This design comes from an exercise in tuning for small area on the open sky130 flow, not from production work. In this exercise RTL edits were held to simulation tests only and were not proved equivalent to the original. Power is estimated from default activity; no workload was simulated.

==> flow/design.v <==
package mem_responder_pkg;
  typedef enum logic [1:0] {
    ST_CLEAR = 2'd0,
    ST_LOAD  = 2'd1,
    ST_RUN   = 2'd2
  } state_e;
  localparam logic [7:0] DEF_INIT_VAL = 8'h00;
  localparam logic [7:0] DEF_NOP_VAL  = 8'h00;
endpackage
module mem_bit_next (
  input  logic q,
  input  logic we,
  input  logic we_n,
  input  logic wd,
  output logic d
);
  assign d = ~((q | we) & (wd | we_n));
endmodule
module mem_sel_dec (
  input  logic hi,
  input  logic lo,
  output logic sel_n
);
  assign sel_n = ~(hi & lo);
endmodule
module mem_rd_pair (
  input  logic q0,
  input  logic sel0_n,
  input  logic q1,
  input  logic sel1_n,
  output logic y
);
  assign y = ~((q0 | sel0_n) & (q1 | sel1_n));
endmodule
module mem_nor2 (
  input  logic [1:0] a,
  output logic       y
);
  assign y = ~|a;
endmodule
module mem_or16 (
  input  logic [15:0] a,
  output logic        y
);
  assign y = |a;
endmodule
module mem_or8 (
  input  logic [7:0] a,
  output logic       y
);
  assign y = |a;
endmodule
module mem_predec #(
  parameter int W = 4
) (
  input  logic           en,
  input  logic [W-1:0]   a,
  output logic [2**W-1:0] y
);
  always_comb begin
    for (int i = 0; i < 2**W; i++) begin
      y[i] = en && (a == W'(i));
    end
  end
endmodule
module mem_dec #(
  parameter int ADDR_W = 8,
  parameter int DEPTH  = 256
) (
  input  logic              en_i,
  input  logic [ADDR_W-1:0] addr_i,
  output logic [DEPTH-1:0]  sel_n_o
);
  localparam int LW = ADDR_W / 2;
  localparam int HW = ADDR_W - LW;
  logic [2**HW-1:0] hi;
  logic [2**LW-1:0] lo;
  mem_predec #(.W(HW)) u_hi (.en(en_i), .a(addr_i[ADDR_W-1:LW]), .y(hi));
  mem_predec #(.W(LW)) u_lo (.en(1'b1), .a(addr_i[LW-1:0]),      .y(lo));
  for (genvar w = 0; w < DEPTH; w++) begin : g_sel
    mem_sel_dec u_dec (.hi(hi[w >> LW]), .lo(lo[w % (2**LW)]), .sel_n(sel_n_o[w]));
  end
endmodule
module mem_rd_tree #(
  parameter int DATA_W = 8,
  parameter int DEPTH  = 256
) (
  input  logic [DEPTH-1:0]         sel_n_i,
  input  logic [DEPTH*DATA_W-1:0]  q_i,       
  output logic [DATA_W-1:0]        hit_o
);
  localparam int NP = DEPTH / 2;    
  localparam int N1 = NP / 16;      
  for (genvar b = 0; b < DATA_W; b++) begin : g_bit
    logic [NP-1:0] l0;
    logic [N1-1:0] l1;
    for (genvar p = 0; p < NP; p++) begin : g_leaf
      mem_rd_pair u_leaf (
        .q0     (q_i[(2*p)*DATA_W+b]),
        .sel0_n (sel_n_i[2*p]),
        .q1     (q_i[(2*p+1)*DATA_W+b]),
        .sel1_n (sel_n_i[2*p+1]),
        .y      (l0[p])
      );
    end
    for (genvar i = 0; i < N1; i++) begin : g_l1
      mem_or16 u_g (.a(l0[16*i+15:16*i]), .y(l1[i]));
    end
    mem_or8 u_out (.a(l1), .y(hit_o[b]));
  end
endmodule
module mem_array_2r1w #(
  parameter int ADDR_W = 8,
  parameter int DATA_W = 8,
  parameter int DEPTH  = 256
) (
  input  logic              clk,
  input  logic              rst,
  input  logic              we_i,
  input  logic [ADDR_W-1:0] waddr_i,
  input  logic [DATA_W-1:0] wdata_i,
  input  logic              ren_i,
  input  logic [ADDR_W-1:0] raddr_a_i,
  output logic [DATA_W-1:0] rdata_a_o,
  output logic [DATA_W-1:0] rdata_b_o    
);
  logic                    phase_q;
  logic [DEPTH*DATA_W-1:0] mem_q, mem_d;
  logic [DEPTH-1:0]        wsel_n, rsel_a_n;
  logic [DEPTH-1:0]        we;
  logic                    we_i_n;
  logic [DATA_W-1:0]       wd;
  logic [DATA_W-1:0]       hit_a, hit_b;
  logic                    rflip;
  always_ff @(posedge clk) begin
    if (!rst) phase_q <= 1'b0;
    else      phase_q <= ~phase_q;
  end
  assign wd     = we_i ? (wdata_i ^ {DATA_W{phase_q}}) : {DATA_W{1'b1}};
  assign we_i_n = ~we_i;
  mem_dec #(.ADDR_W(ADDR_W), .DEPTH(DEPTH)) u_wdec (
    .en_i (1'b1), .addr_i (waddr_i), .sel_n_o (wsel_n)
  );
  for (genvar w = 0; w < DEPTH; w++) begin : g_word
    mem_nor2 u_we (.a({wsel_n[w], we_i_n}), .y(we[w]));
    for (genvar b = 0; b < DATA_W; b++) begin : g_bit
      mem_bit_next u_next (
        .q    (mem_q[w*DATA_W+b]),
        .we   (we[w]),
        .we_n (wsel_n[w]),
        .wd   (wd[b]),
        .d    (mem_d[w*DATA_W+b])
      );
    end
  end
  always_ff @(posedge clk) begin
    mem_q <= mem_d;
  end
  mem_dec #(.ADDR_W(ADDR_W), .DEPTH(DEPTH)) u_rdec_a (
    .en_i (ren_i), .addr_i (raddr_a_i), .sel_n_o (rsel_a_n)
  );
  mem_rd_tree #(.DATA_W(DATA_W), .DEPTH(DEPTH)) u_rd_a (
    .sel_n_i (rsel_a_n), .q_i (mem_q), .hit_o (hit_a)
  );
  mem_rd_tree #(.DATA_W(DATA_W), .DEPTH(DEPTH)) u_rd_b (
    .sel_n_i (wsel_n), .q_i (mem_q), .hit_o (hit_b)
  );
  assign rflip     = phase_q | ~ren_i;
  assign rdata_a_o = ~(hit_a ^ {DATA_W{rflip}});
  assign rdata_b_o = ~(hit_b ^ {DATA_W{phase_q}}) & {DATA_W{ren_i}};
endmodule
module mem_responder #(
  parameter int                ADDR_W   = 8,
  parameter int                DATA_W   = 8,
  parameter int                DEPTH    = 256,
  parameter logic [DATA_W-1:0] INIT_VAL = DATA_W'(mem_responder_pkg::DEF_INIT_VAL),
  parameter logic [DATA_W-1:0] NOP_VAL  = DATA_W'(mem_responder_pkg::DEF_NOP_VAL)
) (
  input  logic              clk,
  input  logic              rst,
  input  logic [ADDR_W-1:0] addr_a,
  output logic [DATA_W-1:0] instr_out,
  input  logic [ADDR_W-1:0] addr_b,
  input  logic              we_b,
  input  logic [DATA_W-1:0] write_data_b,
  output logic [DATA_W-1:0] data_out_b,
  input  logic              load_en,
  input  logic              load_valid,
  input  logic [DATA_W-1:0] load_data,
  input  logic              load_last,
  output logic              load_ready,
  output logic              mem_ready,
  output logic [ADDR_W:0]   load_count
);
  localparam logic [ADDR_W-1:0] LAST_ADDR = ADDR_W'(DEPTH - 1);
  mem_responder_pkg::state_e            state_q, state_d;
  logic [ADDR_W-1:0] ptr_q, ptr_d;
  logic              full_q, full_d;
  logic              wr_en;
  logic [ADDR_W-1:0] wr_addr;
  logic [DATA_W-1:0] wr_data;
  logic [DATA_W-1:0] rd_a, rd_b;
  always_comb begin
    state_d = state_q;
    ptr_d   = ptr_q;
    full_d  = full_q;
    wr_en   = 1'b0;
    wr_addr = ptr_q;
    wr_data = INIT_VAL;
    case (state_q)
      mem_responder_pkg::ST_CLEAR: begin
        wr_en = 1'b1;
        ptr_d = ptr_q + 1'b1;
        if (ptr_q == LAST_ADDR) begin
          state_d = load_en ? mem_responder_pkg::ST_LOAD : mem_responder_pkg::ST_RUN;
        end
      end
      mem_responder_pkg::ST_LOAD: begin
        if (load_valid) begin
          wr_en   = 1'b1;
          wr_data = load_data;
          ptr_d   = ptr_q + 1'b1;
          if (ptr_q == LAST_ADDR) begin
            full_d = 1'b1;
          end
          if (load_last || ptr_q == LAST_ADDR) begin
            state_d = mem_responder_pkg::ST_RUN;
          end
        end
      end
      mem_responder_pkg::ST_RUN: begin
        wr_en   = we_b;
        wr_addr = addr_b;
        wr_data = write_data_b;
      end
      default: begin
        state_d = mem_responder_pkg::ST_CLEAR;
        ptr_d   = '0;
      end
    endcase
  end
  always_ff @(posedge clk) begin
    if (!rst) begin
      state_q <= mem_responder_pkg::ST_CLEAR;
      ptr_q   <= '0;
      full_q  <= 1'b0;
    end else begin
      state_q <= state_d;
      ptr_q   <= ptr_d;
      full_q  <= full_d;
    end
  end
  assign mem_ready  = (state_q == mem_responder_pkg::ST_RUN);
  assign load_ready = (state_q == mem_responder_pkg::ST_LOAD);
  assign load_count = {full_q, (state_q == mem_responder_pkg::ST_CLEAR) ? {ADDR_W{1'b0}} : ptr_q};
  mem_array_2r1w #(
    .ADDR_W (ADDR_W),
    .DATA_W (DATA_W),
    .DEPTH  (DEPTH)
  ) u_mem (
    .clk       (clk),
    .rst       (rst),
    .we_i      (wr_en),
    .waddr_i   (wr_addr),
    .wdata_i   (wr_data),
    .ren_i     (mem_ready),
    .raddr_a_i (addr_a),
    .rdata_a_o (rd_a),
    .rdata_b_o (rd_b)
  );
  assign instr_out  = rd_a | (mem_ready ? {DATA_W{1'b0}} : NOP_VAL);
  assign data_out_b = rd_b;
endmodule
export LEC_CHECK = 0
export CAP_MARGIN = 30
export CORE_MARGIN = 2
export CORE_UTILIZATION = 52
export GPL_TIMING_DRIVEN = 0
export SLEW_MARGIN = 30
export SYNTH_HIERARCHICAL = 1
export SYNTH_MINIMUM_KEEP_SIZE = 0
create_clock -name core_clock -period 11.0 [get_ports {clk}]
standard.sh (not shown) runs the stock make flow with config.mk's settings and CLKGATE_MAP_FILE= SYNTH_SCRIPT=/design/flow/synth_recipe.tcl, a recipe that flattens the netlist after the stock synthesis.
==> flow/flow/run.sh <==
#!/bin/bash
# Own layout flow: the standard flow (standard.sh: the standard synthesis,
# floorplan, placement, CTS, routing) with two knobs changed:
#  - clock tree synthesis without dummy load cells, with small clock buffers
#    and larger sink clusters;
#  - the port buffers use the smallest buffer cell.
# Each tool's full output stays in orfs/logs; make's own output goes to
# standard.log in this folder.
set -euo pipefail
export CTS_ARGS="-sink_clustering_enable -repair_clock_nets -dont_use_dummy_load -buf_list sky130_fd_sc_hd__clkbuf_16 -root_buf sky130_fd_sc_hd__clkbuf_16 -sink_clustering_buffer sky130_fd_sc_hd__clkbuf_8 -sink_clustering_size 16 -sink_clustering_max_diameter 70"
export BUFFER_PORTS_ARGS="-buffer_cell sky130_fd_sc_hd__buf_1"
bash standard.sh > standard.log 2>&1
The first run produced a clean layout.
Rerun with:
- CORE_UTILIZATION: 52 -> 45
Result: Core utilization goes down by 8.0 points; power goes up by 0.43%; wire length goes up by 1.3%.
Rerun with:
--- a/flow/flow/run.sh
+++ b/flow/flow/run.sh
@@ -10 +10 @@
-export CTS_ARGS="-sink_clustering_enable -repair_clock_nets -dont_use_dummy_load -buf_list sky130_fd_sc_hd__clkbuf_16 -root_buf sky130_fd_sc_hd__clkbuf_16 -sink_clustering_buffer sky130_fd_sc_hd__clkbuf_8 -sink_clustering_size 16 -sink_clustering_max_diameter 70"
+export CTS_ARGS="-sink_clustering_enable -repair_clock_nets -dont_use_dummy_load -buf_list sky130_fd_sc_hd__clkbuf_16 -root_buf sky130_fd_sc_hd__clkbuf_16 -sink_clustering_buffer sky130_fd_sc_hd__clkbuf_8 -sink_clustering_size 16 -sink_clustering_max_diameter 45"
- GPL_TIMING_DRIVEN: 0 -> not set
Outcome:
- cell count hardly moves
- sequential cell count stays the same
- global-route usage rose by 1.5 points
- setup slack improves by 0.55 ns
- fmax is higher by 5.6%
- clock-buffer cell count went up by 73
Rerun with:
--- a/flow/flow/run.sh
+++ b/flow/flow/run.sh
@@ -10 +10 @@
-export CTS_ARGS="-sink_clustering_enable -repair_clock_nets -dont_use_dummy_load -buf_list sky130_fd_sc_hd__clkbuf_16 -root_buf sky130_fd_sc_hd__clkbuf_16 -sink_clustering_buffer sky130_fd_sc_hd__clkbuf_8 -sink_clustering_size 16 -sink_clustering_max_diameter 45"
+export CTS_ARGS="-sink_clustering_enable -repair_clock_nets -dont_use_dummy_load -buf_list sky130_fd_sc_hd__clkbuf_16 -root_buf sky130_fd_sc_hd__clkbuf_16 -sink_clustering_buffer sky130_fd_sc_hd__clkbuf_16 -sink_clustering_size 30 -sink_clustering_max_diameter 55"
After rerunning: Synthesized cell count stays the same. Core utilization climbs by 0.50 points. Total power is higher by a few percent. Clock-buffer cell count decreases by 62. Sequential cell count stays the same.
Rerun with:
--- a/flow/flow/run.sh
+++ b/flow/flow/run.sh
@@ -10 +10 @@
-export CTS_ARGS="-sink_clustering_enable -repair_clock_nets -dont_use_dummy_load -buf_list sky130_fd_sc_hd__clkbuf_16 -root_buf sky130_fd_sc_hd__clkbuf_16 -sink_clustering_buffer sky130_fd_sc_hd__clkbuf_16 -sink_clustering_size 30 -sink_clustering_max_diameter 55"
+export CTS_ARGS="-sink_clustering_enable -repair_clock_nets -dont_use_dummy_load -buf_list sky130_fd_sc_hd__clkbuf_16 -root_buf sky130_fd_sc_hd__clkbuf_16 -sink_clustering_buffer sky130_fd_sc_hd__clkbuf_8 -sink_clustering_size 16 -sink_clustering_max_diameter 45"
- CAP_MARGIN: 30 -> 10
- CORE_UTILIZATION: 45 -> 50
- SLEW_MARGIN: 30 -> 10
=>
- With this change the flow completed and failed the layout checks on max-capacitance violations, max-slew violations
- first-iteration DRC count falls by 1.4%
- routed wire length fell by 0.60%
- synthesized cell count stays the same
- utilization increases by 4.8 points
Rerun with:
--- a/flow/flow/run.sh
+++ b/flow/flow/run.sh
@@ -10 +10 @@
-export CTS_ARGS="-sink_clustering_enable -repair_clock_nets -dont_use_dummy_load -buf_list sky130_fd_sc_hd__clkbuf_16 -root_buf sky130_fd_sc_hd__clkbuf_16 -sink_clustering_buffer sky130_fd_sc_hd__clkbuf_8 -sink_clustering_size 16 -sink_clustering_max_diameter 45"
+export CTS_ARGS="-sink_clustering_enable -repair_clock_nets -dont_use_dummy_load -buf_list sky130_fd_sc_hd__clkbuf_16 -root_buf sky130_fd_sc_hd__clkbuf_16 -sink_clustering_buffer sky130_fd_sc_hd__clkbuf_4 -sink_clustering_size 10 -sink_clustering_max_diameter 35"
- CAP_MARGIN: 10 -> 30
- CORE_UTILIZATION: 50 -> 45
- SLEW_MARGIN: 10 -> 30
After rerunning:
- Now the flow passed the timing, design-rule and antenna checks
- synthesized cell count is unchanged
- sequential cell count stays the same
- setup slack gets worse by 0.12 ns
- critical path depth does not change
- via count increases slightly
- design area increases slightly
- wire length increases slightly
- die area increases by roughly a tenth
- power increases by a few percent

* * *

Starts from the design.v that is shown in full above.
Settings: LEC_CHECK=0, CAP_MARGIN=10, CORE_MARGIN=2, CORE_UTILIZATION=50, CTS_BUF_LIST=sky130_fd_sc_hd__clkbuf_8, CTS_CLUSTER_DIAMETER=45, CTS_CLUSTER_SIZE=16, SLEW_MARGIN=10, SYNTH_HIERARCHICAL=1, SYNTH_MINIMUM_KEEP_SIZE=0; clock period 11.0 ns.
run.sh (not shown) runs the stock make flow with config.mk's settings and CLKGATE_MAP_FILE= SYNTH_SCRIPT=/design/flow/synth_recipe.tcl, a recipe that flattens the netlist after the stock synthesis.
Stock flow here: none of the scripts above is used.
The baseline went through all stages and came out clean.
Rerun with:
==> flow/flow/run.sh (new file) <==
#!/bin/bash
# Own layout flow: the standard flow (standard.sh: the standard synthesis,
# floorplan, placement, CTS, routing) with two knobs changed:
#  - clock tree synthesis without dummy load cells, with small clock buffers
#    and larger sink clusters;
#  - the port buffers use the smallest buffer cell.
# Each tool's full output stays in orfs/logs; make's own output goes to
# standard.log in this folder.
set -euo pipefail
export CTS_ARGS="-sink_clustering_enable -repair_clock_nets -dont_use_dummy_load -buf_list sky130_fd_sc_hd__clkbuf_8 -root_buf sky130_fd_sc_hd__clkbuf_16 -sink_clustering_buffer sky130_fd_sc_hd__clkbuf_8 -sink_clustering_size 16 -sink_clustering_max_diameter 70"
export BUFFER_PORTS_ARGS="-buffer_cell sky130_fd_sc_hd__buf_1"
bash standard.sh > standard.log 2>&1
==> flow/standard.sh (new file) <==
#!/bin/bash
# synth_recipe.tcl (not shown) runs the flow's synth.tcl, then flattens the netlist and writes it again
# the make line also repeats each setting of config.mk as NAME=value (left out here)
make -C /OpenROAD-flow-scripts/flow DESIGN_CONFIG=/design/flow/config.mk WORK_HOME=/design/flow/orfs CLKGATE_MAP_FILE= SYNTH_SCRIPT=/design/flow/synth_recipe.tcl "${@:-finish}"
Settings changed: CAP_MARGIN 10 to 30, CORE_UTILIZATION 50 to 45, CTS_BUF_LIST sky130_fd_sc_hd__clkbuf_8 to unset, CTS_CLUSTER_DIAMETER 45 to unset, CTS_CLUSTER_SIZE 16 to unset, SLEW_MARGIN 10 to 30.
removed: flow/run.sh
Sequential power hardly moves.
Critical path depth grows by 1.
Power drops by about 13%.
Global-route usage goes down by 4.7 points.
Maximum frequency rose by about 8%.
Clock-buffer cell count went down by 71.
Die area climbs by about 11%.
Routed wire length goes down by about 1.3%.
Cell count falls by 0.62%.
Rerun with:
Settings changed: CAP_MARGIN 30 to 20, SLEW_MARGIN 30 to 20.
Outcome: The new run completed without violations; first-iteration DRC count climbs by 0.50%; fmax increases by about 1%; final area barely changes; clock power barely changes; register-to-register slack gets worse by 0.02 ns; die area is unchanged; hold slack is about the same; non-clock buffer count falls by 3.
Rerun with:
--- a/flow/flow/run.sh
+++ b/flow/flow/run.sh
@@ -8,5 +8,5 @@
 # standard.log in this folder.
 set -euo pipefail
-export CTS_ARGS="-sink_clustering_enable -repair_clock_nets -dont_use_dummy_load -buf_list sky130_fd_sc_hd__clkbuf_8 -root_buf sky130_fd_sc_hd__clkbuf_16 -sink_clustering_buffer sky130_fd_sc_hd__clkbuf_8 -sink_clustering_size 16 -sink_clustering_max_diameter 70"
+export CTS_ARGS="-sink_clustering_enable -repair_clock_nets -dont_use_dummy_load -buf_list sky130_fd_sc_hd__clkbuf_16 -root_buf sky130_fd_sc_hd__clkbuf_16 -sink_clustering_buffer sky130_fd_sc_hd__clkbuf_8 -sink_clustering_size 16 -sink_clustering_max_diameter 70"
 export BUFFER_PORTS_ARGS="-buffer_cell sky130_fd_sc_hd__buf_1"
 bash standard.sh > standard.log 2>&1
Settings changed: CAP_MARGIN 20 to 30, SLEW_MARGIN 20 to 30.
The new run completed with no timing, DRC or antenna violations.
Power rises slightly.
Clock power came out higher by a few percent.
Worst hold slack hardly moves.
Sequential power is about the same.
Global-route usage stays flat.
Utilization rises by 0.19 points.
Setup slack gains 0.022 ns.
Via count is higher slightly.
Final area rises slightly.
Count of clock-buffer cells in the layout increases by 1.
Die area is unchanged.
Rerun with:
Settings changed: CAP_MARGIN 30 to 20, SLEW_MARGIN 30 to 20.
The new run finished with timing, DRC and antenna clean.
Clock skew is lower by 0.014 ns.
Design area is about the same.
Count of clock-buffer cells in the layout fell by 1.
Global-route usage hardly moves.
Total power hardly moves.
Non-clock buffer count is lower by 3.
Critical path depth stays the same.
Wire length barely changes.
Core utilization barely changes.
Flip-flop and latch count stays the same.
Rerun with:
Settings changed: CAP_MARGIN 20 to 30, PLACE_DENSITY set to 0.75, SLEW_MARGIN 20 to 30.
Result: The changed run completed with no timing, DRC or antenna violations; die area is unchanged; clock-buffer cell count came out higher by 1; cell area is about the same; worst hold slack barely changes; combinational power barely changes; routed wire length came out lower by 2.1%; cell count is about the same; worst setup slack is worse by 0.018 ns; clock skew came out higher by 0.044 ns; via count came out higher by 0.60%.

-- static timing again, ports no longer ideal --
The results above use ideal ports. As a check the final layouts listed here were re-extracted and re-timed, cells and wires unchanged.
Step 1 (the two cells are an assumption about what drives the block):
set clk [get_ports {clk}]
set_driving_cell -lib_cell sky130_fd_sc_hd__clkbuf_16 $clk
set_driving_cell -lib_cell sky130_fd_sc_hd__buf_2 [delete_from_list [all_inputs] $clk]
Step 2 also shifts input and output timing later by t, the mid clock arrival at the registers, as if the neighbouring blocks saw the same clock.
a / b / c = ideal / step 1 / step 2; a / b = the first two.
| run | t (ns) | setup slack, ns | latest minus earliest clock arrival (ns) | worst slew at a driven data input, ns |
|---|---|---|---|---|
| the first run of note 1 | 0.843 | 0.890 / 0.809 / 0.975 | 0.059 / 0.059 | 0.16 |
| the second run of note 1 | 0.869 | 0.530 / 0.438 / 1.259 | 0.089 / 0.090 | 0.15 |
| the third run of note 1 | 0.887 | 1.082 / 1.006 / 1.058 | 0.077 / 0.077 | 0.14 |
| the fourth run of note 1 | 0.889 | 1.086 / 1.033 / 1.062 | 0.077 / 0.077 | 0.14 |
| the fifth run of note 1 | 0.871 | 1.258 / 1.230 / 1.230 | 0.087 / 0.087 | 0.15 |
| the sixth run of note 1 | 0.972 | 1.137 / 1.053 / 1.172 | 0.089 / 0.088 | 0.14 |
| the first run of note 2 | 1.063 | 0.214 / 0.184 / 0.184 | 0.056 / 0.055 | 0.15 |
| the second run of note 2 | 0.869 | 0.981 / 0.951 / 0.959 | 0.105 / 0.105 | 0.14 |
| the third run of note 2 | 0.879 | 1.087 / 1.016 / 1.058 | 0.084 / 0.084 | 0.14 |
| the fourth run of note 2 | 0.872 | 1.109 / 1.073 / 1.086 | 0.083 / 0.082 | 0.13 |
| the fifth run of note 2 | 0.876 | 1.171 / 1.091 / 1.142 | 0.074 / 0.074 | 0.15 |
| the sixth run of note 2 | 0.833 | 1.154 / 1.071 / 1.177 | 0.102 / 0.102 | 0.17 |
For the first run of note 2, which loses most, drivers alone change the setup slack by -0.030 ns; drivers and shift together by -0.030 ns.
